What follows belongs to an exercise in optimizing a design on an open flow for small area, a short achievable clock period and few clock cycles per item; a production flow would make more cautious choices. No run shown here included a check of the RTL's function; only the layout flow was run.

## flow/design.v (module list and top-level ports; edited modules follow where they fit)
// module conv_fa: 10 lines
// module conv_ha: 9 lines
// module conv_stream_mac: 1838 lines
module conv_stream_mac
#(
    parameter int DATA_W = 8,
    parameter int KSIZE  = 4,
    parameter int OUT_W  = 16
) (
    input  logic                          clk,
    input  logic                          rst,
    input  logic                          k_valid,
    output logic                          k_ready,
    input  logic [DATA_W-1:0]             k_data,
    input  logic                          in_valid,
    output logic                          in_ready,
    input  logic [KSIZE*KSIZE*DATA_W-1:0] in_window,
    input  logic                          relu_en,
    output logic                          out_valid,
    input  logic                          out_ready,
    output logic [OUT_W-1:0]              out_data,
    output logic                          out_neg,
    output logic                          kernel_ok
);
  // ...
==> flow/flow/run.sh <==
#!/bin/bash
# Standard layout, but the port buffers are buf_2 cells instead of the
# default choice (a slow delay buffer), so inputs and outputs are not slowed.
set -euo pipefail
export BUFFER_PORTS_ARGS="-buffer_cell sky130_fd_sc_hd__buf_2"
bash standard.sh > standard_flow.log 2>&1
==> flow/standard.sh <==
#!/bin/bash
# synth_recipe.tcl (not shown) runs the flow's synth.tcl, then flattens the netlist and writes it again
# the make line also repeats each setting of config.mk as NAME=value (left out here)
make -C /OpenROAD-flow-scripts/flow DESIGN_CONFIG=/design/flow/config.mk WORK_HOME=/design/flow/orfs CLKGATE_MAP_FILE= SYNTH_SCRIPT=/design/flow/synth_recipe.tcl "${@:-finish}"
==> flow/config.mk <==
export PLATFORM = sky130hd
export DESIGN_NAME = conv_stream_mac
export DESIGN_NICKNAME = conv_stream_mac
export VERILOG_FILES = /design/flow/design.v
export SDC_FILE = /design/flow/constraint.sdc
export NUM_CORES = 4
export LEC_CHECK = 0
export ABC_AREA = 1
export CAP_MARGIN = 20
export CORE_MARGIN = 2
export CORE_UTILIZATION = 40
export SETUP_SLACK_MARGIN = 2.9
export SLEW_MARGIN = 20
export SYNTH_HIERARCHICAL = 1
==> flow/constraint.sdc <==
create_clock -name core_clock -period 5.5 [get_ports {clk}]
set_input_delay 1.1000 -clock core_clock [delete_from_list [all_inputs] [get_ports {clk}]]
set_output_delay 1.1000 -clock core_clock [all_outputs]
set_load 0.01 [all_outputs]
==> impl_metrics.toml, run 1 <==
[clock_network]
cts_hold_buf = 0
postCtsSetupBuffers = 120

[timing]
finClkSkew_ns = 0.02745
slew_violations = 0
setup_viol = 0
fin_ws_ns = 2.884

[synth]
synth_top_area_share_pct = 27.88
synth_xor_area_share_pct = 9.191
synth-main-ff-cell = "dfxtp_1"
synth_cell_type_count = 40
synth_commonest_cells = "560 x fa_1, 415 x xor2_1, 407 x nand2_1, 391 x dfxtp_1, 352 x inv_1"

[layout]
stdcell_area_mm2 = 0.04794
inv_count = 391
final_common_cell = "fa_1"
top_regs = "cs1: 288 flops, kern: 128 flops, cs2: 70 flops"
stdcell_count = 5415
buf_share_pct = 4.828
multi_input_area_share_pct = 51.55
top_register = "cs1"
num_antenna_cells = 1

[global_routing]
grt_pass1_vias = 28270
grt_pass1_wl_um = 184200
antenna_found_initial = 3
grt_start_max_net_pins = 59

[placement]
place_area_mm2 = 0.04264

[detailed_routing]
vias_per_cell = 5.281
initialDrtViolationCount = 2798

[critical_path]
crit_top_cell = "fa_1"
setup.worst_path.end = "cs2[4]"
crit_chain = "fa_2, fa_1, fa_1, fa_1"
cp_top_family = "adder cells"
path_max_fanout = 1
startpoint_type = "flip-flop"

[min_path]
hold_end = "cs3[0]"

[run_status]
status = "complete, no violations"

[floorplanning]
die-area_mm2 = 0.1031
==> inputs of run 2 (changes only) <==
--- a/flow/design.v
+++ b/flow/design.v
@@ -62,17 +62,17 @@
     logic         full;
     logic         kpend;
     logic [287:0] cs1;
     logic [69:0] cs2;
     logic [32:0] cs3;
     logic [3:1] pv;
     assign deliver  = out_valid && out_ready;
     assign k_ready  = !kernel_ok || kpend;
-    assign in_ready = kernel_ok && !kpend && !full;
+    assign in_ready = kernel_ok && !kpend && (!full || out_ready);
     assign k_fire   = k_valid && k_ready;
     assign in_fire  = in_valid && in_ready;
     always_ff @(posedge clk or posedge rst) begin
         if (rst) begin
             kpend <= 1'b0;
         end else begin
             kpend <= k_valid && kernel_ok && !kpend;
         end
@@ -94,17 +94,17 @@
         end
     end
     always_ff @(posedge clk or posedge rst) begin
         if (rst) begin
             pending <= '0;
             full    <= 1'b0;
         end else if (in_fire != deliver) begin
             pending <= in_fire ? pending + 1'b1 : pending - 1'b1;
-            full    <= in_fire ? (pending == 3'd4) : 1'b0;
+            full    <= in_fire ? (pending == 3'd3) : 1'b0;
         end
     end
     always_ff @(posedge clk or posedge rst) begin
         if (rst) begin
             pv <= '0;
         end else begin
             pv <= {pv[2:1], in_fire};
         end
@@ -1831,43 +1831,39 @@
     logic [15:0] res;
     assign row_a = {1'b1, cs3[31], cs3[29], cs3[27], cs3[25], cs3[23], cs3[21], cs3[19], cs3[17], cs3[15], cs3[13], cs3[11], cs3[9], cs3[8], cs3[6], cs3[4], cs3[3], cs3[2], cs3[1], cs3[0]};
     assign row_b = {1'b0, cs3[32], cs3[30], cs3[28], cs3[26], cs3[24], cs3[22], cs3[20], cs3[18], cs3[16], cs3[14], cs3[12], cs3[10], 1'b0, cs3[7], cs3[5], 1'b0, 1'b0, 1'b0, 1'b0};
     assign sum   = row_a + row_b;
     assign neg   = sum[19];
     assign ovf   = !((&sum[19:15]) || !(|sum[19:15]));
     assign res   = (relu_en && neg) ? 16'h0000 :
                    ovf ? (neg ? 16'h8000 : 16'h7fff) : sum[15:0];
-    logic [4:0] qv;
+    logic [3:0] qv;
     logic [16:0] q1;
     logic [16:0] q2;
     logic [16:0] q3;
-    logic [16:0] q4;
     assign out_valid = qv[0];
     always_ff @(posedge clk or posedge rst) begin
         if (rst) begin
             qv <= '0;
         end else if (deliver) begin
-            qv <= {1'b0, qv[4:1]} | ({qv[4:1], 1'b1} & ~{1'b1, qv[4:1]} & {5{pv[3]}});
+            qv <= {1'b0, qv[3:1]} | ({qv[3:1], 1'b1} & ~{1'b1, qv[3:1]} & {4{pv[3]}});
         end else begin
-            qv <= qv | ({qv[3:0], 1'b1} & ~qv & {5{pv[3]}});
+            qv <= qv | ({qv[2:0], 1'b1} & ~qv & {4{pv[3]}});
         end
     end
     always_ff @(posedge clk) begin
         if (deliver) begin
             if (qv[1]) {out_neg, out_data} <= q1;
             else if (qv[0] && pv[3]) {out_neg, out_data} <= {neg, res};
             if (qv[2]) q1 <= q2;
             else if (qv[1] && pv[3]) q1 <= {neg, res};
             if (qv[3]) q2 <= q3;
             else if (qv[2] && pv[3]) q2 <= {neg, res};
-            if (qv[4]) q3 <= q4;
-            else if (qv[3] && pv[3]) q3 <= {neg, res};
-            if (qv[4] && pv[3]) q4 <= {neg, res};
+            if (qv[3] && pv[3]) q3 <= {neg, res};
         end else begin
             if (!qv[0] && 1'b1 && pv[3]) {out_neg, out_data} <= {neg, res};
             if (!qv[1] && qv[0] && pv[3]) q1 <= {neg, res};
             if (!qv[2] && qv[1] && pv[3]) q2 <= {neg, res};
             if (!qv[3] && qv[2] && pv[3]) q3 <= {neg, res};
-            if (!qv[4] && qv[3] && pv[3]) q4 <= {neg, res};
         end
     end
 endmodule
==> flow/config.mk (replaced) <==
export PLATFORM = sky130hd
export DESIGN_NAME = conv_stream_mac
export DESIGN_NICKNAME = conv_stream_mac
export VERILOG_FILES = /design/flow/design.v
export SDC_FILE = /design/flow/constraint.sdc
export NUM_CORES = 4
export LEC_CHECK = 0
export ABC_AREA = 1
export CAP_MARGIN = 20
export CORE_MARGIN = 2
export CORE_UTILIZATION = 60
export SETUP_SLACK_MARGIN = 2.9
export SLEW_MARGIN = 20
export SYNTH_HIERARCHICAL = 1
==> run 2 against run 1 <==
  * Still clean on timing, DRC and antenna
  * Critical path depth did not move
  * Cell area decreased by 2.5%
  * Clock-buffer cell count rose by 2
  * Critical path type unchanged
  * Largest cell class unchanged
==> impl_metrics.toml, run 2 <==
[synth]
synth_edf_count = 207
synthTopCellsByArea = "fa_1 29%, dfxtp_1 20%, edfxtp_1 16%"
synth-main-ff-cell = "dfxtp_1"
synthesis.instances = 3633
syn_area_per_cell_um2 = 10.76
synth_top_area_share_pct = 28.68
synth_area_mm2 = 0.03908
synth_area_leader_cell = "fa_1"
synth_commonest_cells = "560 x fa_1, 414 x xor2_1, 407 x nand2_1, 391 x dfxtp_1, 353 x inv_1"
synth_cell_type_count = 39
synthArstFlopShare_pct = 2.764
ys_warn_count = 7
synth-seq-cells = 615
synth_most_common_cell = "fa_1"
ys_seq_area_share_pct = 37.02

[detailed_routing]
top_layer = "met4"
dr_wl_met3_um = 9932
first_pass_iters = 6
wl_met2_um = 58660
avgRoutedWirePerCell_um = 25.35
drc_errors = 0
ant_nets = 0
wl_met1_um = 49940
totalWireLength_um = 123600
vias_per_cell = 5.971
num_vias = 29120
initialDrtViolationCount = 3406

[floorplanning]
core_area_mm2 = 0.06446
start_util_pct = 60.63
die_h_um = 259.2
rows = 93
io_pins = 163
die_w_um = 259.2
die-area_mm2 = 0.06720

[clock_network]
cts_buffers = 69
cts_buffer_depth = 3
clkSlewWorstSetupHoldPaths_ns = 0.06
cts_tree = "built"
cts_sinks = 615
cts_hold_buf = 0
cts_root_buf = "clkbuf_16"
cts_htree_levels = 3
worst_skew_pair.late_latency_ns = 0.63

[layout]
num_antenna_cells = 0
nets = 4696
area_growth_pct = 19.64
multi_input_area_mm2 = 0.02485
top_regs = "cs1: 288 flops, kern: 128 flops, cs2: 70 flops"
fill_cells = 4438
ff_latch_area_mm2 = 0.01451
final_common_cell = "fa_1"
largest_register_ffs = 288
mostFrequentLayoutCells = "519 x fa_1, 382 x nand2_1, 380 x xor2_1"
drive_gt1_share_pct = 26.36
top_register = "cs1"

[timing]
fmax_mhz = 381.1
setup_viol = 0
finClkSkew_ns = 0.03174
slew_violations = 0
slew_headroom_pct = 29.55
finalCritPeriodShare_pct = 47.71
hold_violations = 0
rsz0062_at_grt = "yes"
period_needed_ns = 2.624
finalSetupTns_ns = 0
worst_slew_pin_slew_ns = 1.056
whs_ns = 0.3234

[global_routing]
antenna_found_initial = 1
grt_start_max_net_pins = 81
grt_pass1_wl_um = 180700
grt_use_total_pct = 36.78
grt-ovfl-total = 0
grt_pass1_vias = 28730

[critical_path]
startpoint_type = "flip-flop"
path_max_fanout = 1
cp-end-kind = "flip-flop"
worstPathRequired_ns = 5.98
arrival_ns = 3.10
crit_type = "reg -> reg"

[run_status]
status = "complete, no violations"

[placement]
port_buffers = 162
dpl.hpwl_um = 95790
gp_congestion = 0.9834

[job]
max_cap_viol_count = 0

[min_path]
hp-class = "reg -> reg"
run 2: changes by cell type after synthesis, moves of 3 or more:
cell	before	now
buf_2	51	34
nor2_1	264	252
nor2_2	6	3
nand3_1	42	37
clkbuf_1	41	57
a21oi_2	42	4
a21oi_1	164	190
or2_2	20	15
edfxtp_1	224	207
nand2_4	15	1
run 2: worst paths after layout:
| path | cells after the start | slack (ns) | endpoint | startpoint |
|---|---|---|---|---|
| max in group asynchronous | 2 | 4.49 | cnt[1] | rst |
| hold reg to reg | 0 | 0.32 | cs3[4] | cs2[7] |
| hold / removal | 0 | 0.32 | cs3[4] | cs2[7] |
| setup / recovery | 4 | 2.88 | cs2[8] | cs1[68] |
| setup reg to reg | 4 | 2.88 | cs2[8] | cs1[68] |
| min in group asynchronous | 2 | 0.56 | qv[1] | rst |
run 2: cell families (layout without fill, tap and decap cells):
| group | count (synthesis) | count (layout) | share of synthesized area (%) |
|---|---|---|---|
| simple gates | 738 | 738 | 7.491 |
| xor+xnor | 420 | 420 | 9.412 |
| compound gates | 789 | 790 | 11.72 |
| buf+inv | 481 | 866 | 4.738 |
| other cells | 1 | 4 | 0.009595 |
| flops | 615 | 615 | 37.02 |
| fa+ha+maj | 587 | 587 | 29.55 |
| mux | 2 | 2 | 0.05762 |
run 2: cell type report:
| cell class | instances | area share (%) |
|---|---|---|
| multi-input cells | 2541 | 53.14 |
| flip-flops and latches | 615 | 31.04 |
| repair buffers | 351 | 4.985 |
| clock buffers | 94 | 4.185 |
| inverters | 389 | 3.722 |
| well taps | 855 | 2.288 |
| clock inverters | 32 | 0.6368 |
run 2: through the flow:
step / std cells / util, % / setup WS (ns) / area [um2]
after floorplan: 3636 / - / 1.876 / 40210
after global placement: 4564 / 64.72 / 2.225 / 41720
after detailed placement: 4565 / 64.75 / 2.339 / 41740
after CTS: 4806 / 70.13 / 2.884 / 45210
after global routing: 4877 / 72.54 / 2.809 / 46760
final: 4877 / 72.54 / 2.876 / 46760
run 2: modules after synthesis (local to each module, per instance):
module,cell area (um2),cells,flops+latches,copies in the design
conv_ha,12.51,1,0,6
conv_stream_mac,27840,3069,615,1
conv_fa,20.02,1,0,558
run 2: repair_timing:
| action | 4_1_cts | 5_1_grt |
|---|---|---|
| pin swaps | 24 | 134 |
| resized for setup | 111 | 271 |
| setup buffers | 114 | 70 |
| cloned | 1 | 1 |
| setup endpoints to repair | 266 | 238 |
run 2: worst max-delay path, stage by stage (launching register included):
cell and delay (ns):
dfxtp_1 0.32, fa_2 0.64, fa_2 0.52, fa_1 0.57
fa_1 0.44
run 2: metal layers:
metal,vias to the layer above,GRT usage [%]
li1,12680,-
met1,14690,51.67
met3,240,5.702
met2,1506,58.52
met4,0,13.60
met5,-,0
==> inputs of run 3 (changes only) <==
==> flow/flow/run.sh (replaced) <==
#!/bin/bash
# Standard layout with two changes: the port buffers are buf_2 cells instead
# of the default choice (a slow delay buffer), and clock tree synthesis builds
# the tree from clkbuf_8 cells without dummy loads, up to 14 flip-flops per leaf buffer.
set -euo pipefail
export BUFFER_PORTS_ARGS="-buffer_cell sky130_fd_sc_hd__buf_2"
export CTS_ARGS="-sink_clustering_enable -repair_clock_nets -dont_use_dummy_load -buf_list sky130_fd_sc_hd__clkbuf_8 -sink_clustering_size 14 -sink_clustering_max_diameter 80"
bash standard.sh > standard_flow.log 2>&1
--- a/flow/config.mk
+++ b/flow/config.mk
@@ -10,5 +10,5 @@
 export CORE_MARGIN = 2
 export CORE_UTILIZATION = 60
-export SETUP_SLACK_MARGIN = 2.9
+export SETUP_SLACK_MARGIN = 2.7
 export SLEW_MARGIN = 20
 export SYNTH_HIERARCHICAL = 1
==> run 3 against run 2 <==
  * Via count is 1.6% lower
  * Sequential share of layout area is 3.0 points higher
  * Clock-buffer cell count is 40 lower
  * Critical path depth is 1 higher
  * First-iteration DRC count is 9.8% higher
  * Area after synthesis stayed put
  * Still clean
  * Register-to-register slack worse by 0.13 ns
  * Flip-flop and latch count stayed put
  * Synthesized cell count stayed put
==> impl_metrics.toml, run 3 <==
[timing]
worst_slew_pin_slew_ns = 0.9882
hold_violations = 0
slew_violations = 0
finClkSkew_ns = 0.09357
fmax_mhz = 362.5
period_needed_ns = 2.758
setup_viol = 0
slew_headroom_pct = 34.05
finalCritPeriodShare_pct = 50.15
finalSetupTns_ns = 0
rsz0062_at_grt = "yes"

[detailed_routing]
drc_errors = 0
avgRoutedWirePerCell_um = 26.29
ant_nets = 0
totalWireLength_um = 124700
vias_per_cell = 6.042
first_pass_iters = 9
initialDrtViolationCount = 3739
num_vias = 28650

[critical_path]
startpoint_type = "flip-flop"
worstPathRequired_ns = 6.08
cp_top_family = "adder cells"
cp-end-kind = "flip-flop"
crit_type = "reg -> reg"
cpMaxStageDelayCell = "edfxtp_1"
critical_path_buf_inv_count = 1
crit_chain = "clkinv_1, nand2_1, a21boi_0, fa_1, fa_1"
max_stage_delay_ns = 0.63
path_max_fanout = 11
arrival_ns = 3.34
crit_top_cell = "fa_1"

[layout]
top_register = "cs1"
top_regs = "cs1: 288 flops, kern: 128 flops, cs2: 70 flops"
ff_latch_area_mm2 = 0.01447
drive_gt1_share_pct = 11.25
largest_register_ffs = 288
final_common_cell = "fa_1"
nets = 4616
mostFrequentLayoutCells = "556 x fa_1, 409 x xor2_1, 404 x nand2_1"
multi_input_area_mm2 = 0.02300
fill_cells = 5002
stdcell_count = 4741
area_growth_pct = 8.807

[synth]
synth-seq-cells = 615
synth_commonest_cells = "560 x fa_1, 414 x xor2_1, 407 x nand2_1, 391 x dfxtp_1, 353 x inv_1"
synth_top_area_share_pct = 28.68
synth_area_mm2 = 0.03908
syn_area_per_cell_um2 = 10.76
synth_edf_count = 207
synth_cell_type_count = 39
ys_seq_area_share_pct = 37.02
synth_area_leader_cell = "fa_1"
synth-main-ff-cell = "dfxtp_1"
synthTopCellsByArea = "fa_1 29%, dfxtp_1 20%, edfxtp_1 16%"
synthesis.instances = 3633
synthArstFlopShare_pct = 2.764
synth_most_common_cell = "fa_1"
ys_warn_count = 7

[run_status]
status = "complete, no violations"

[clock_network]
clkSlewWorstSetupHoldPaths_ns = 0.10
cts_tree = "built"
cts_sinks = 615
cts_root_buf = "clkbuf_8"
cts_htree_levels = 2
cts_buffer_depth = 3
worst_skew_pair.late_latency_ns = 0.71
cts_buffers = 54

[floorplanning]
rows = 93
die-area_mm2 = 0.06720
core_area_mm2 = 0.06446
die_w_um = 259.2
io_pins = 163
start_util_pct = 60.63
die_h_um = 259.2

[global_routing]
antenna_found_initial = 3
grt_pass1_wl_um = 183200
grt_pass1_vias = 28740
grt_use_total_pct = 37.62
grt-ovfl-total = 0
grt_start_max_net_pins = 65

[placement]
port_buffers = 162
dpl.hpwl_um = 100200
gp_congestion = 0.9960
dp.cells = 4565

[min_path]
hp-class = "reg -> reg"

[job]
max_cap_viol_count = 0
[run 3: cell counts after synthesis]
Identical to the previous run, type by type.
[run 3: path summary, 6_finish.rpt]
kind / from / to / slack [ns] / depth (start not counted)
worst max-delay path: kern[17] / cs1[115] / 2.74 / 5
worst min-delay path: cs2[7] / cs3[4] / 0.33 / 0
worst max register to register: kern[17] / cs1[115] / 2.74 / 5
worst min register to register: cs2[7] / cs3[4] / 0.33 / 0
max in group asynchronous: rst / qv[1] / 4.65 / 2
min in group asynchronous: rst / cnt[0] / 0.44 / 2
[run 3: metrics by stage]
step	utilization, %	cell area (um2)	setup slack (ns)	hold slack [ns]
2_1_floorplan	-	39120	1.876	0.3096
3_3_place_gp	63.06	40650	2.179	0.3114
3_5_place_dp	63.06	40650	2.174	0.3121
4_1_cts	65.24	42050	2.704	0.3331
5_1_grt	65.97	42520	2.626	0.3382
6_report	65.97	42520	2.742	0.3309
[run 3: timing repair]
action / CTS / global route
pin swaps: 1 / 19
setup buffers: 81 / 39
gates cloned: 1 / 0
endpoints found under the setup margin: 226 / 100
gates resized for setup: 7 / 42
hold buffers: 0 / 0
[run 3: layer usage]
layer / global-route usage (%) / wire length (um) / up-vias
li1: - / - / 12480
met1: 50.56 / 48770 / 14420
met2: 60.64 / 59200 / 1476
met3: 6.366 / 10140 / 267
met4: 16.84 / 6532 / 2
met5: 0 / 11 / -
[run 3: cell families after synthesis]
group,after synthesis,share of synthesized area (%)
buffers and inverters,481,4.738
multiplexers,2,0.05762
adder cells (fa/ha/maj),587,29.55
other,1,0.009595
flip-flops,615,37.02
AO/OA/AOI/OAI,789,11.72
XOR/XNOR,420,9.412
AND/OR/NAND/NOR,738,7.491
[run 3: Yosys stat by module (local to each module, per instance)]
module,copies in the design,cells
conv_stream_mac,1,3069
conv_fa,558,1
conv_ha,6,1
[run 3: layout make-up]
type | instances | share of cell area [%]
clock buffer | 54 | 1.748
sequential | 615 | 34.03
timing repair buffer | 286 | 4.178
multi-input combinational | 2541 | 54.08
tap | 855 | 2.516
antenna | 1 | 0.005885
inverter | 389 | 3.442

-- separate check: timing with driven ports --
The results above use ideal ports. As a check the final layouts listed here were re-extracted and re-timed, cells and wires unchanged.
Step 1: set_driving_cell puts a clkbuf_16 on clk and a buf_2 on each other input, an assumption about the parent block.
Step 2 times the ports against the registers' clock, not the clock port: input delays grow and output delays shrink by t, the midpoint of the rising clock arrivals with the driver on.
Slacks: ideal ports / drivers / drivers and shift; pairs: ideal ports / drivers.
run | t (ns) | setup slack, ns | hold WS [ns] | worst setup path at the end
run 1 | 0.707 | 2.884 / 2.884 / 2.355 | 0.326 / 0.326 / 0.326 | input to register
run 2 | 0.683 | 2.876 / 2.870 / 2.294 | 0.323 / 0.323 / 0.323 | input to register
run 3 | 0.722 | 2.742 / 2.702 / 2.173 | 0.331 / 0.331 / 0.331 | input to register
After both steps every run listed still meets setup and hold. The setup slack of run 2, which loses most, moves by -0.006 ns with the drivers and by -0.582 ns with both steps.
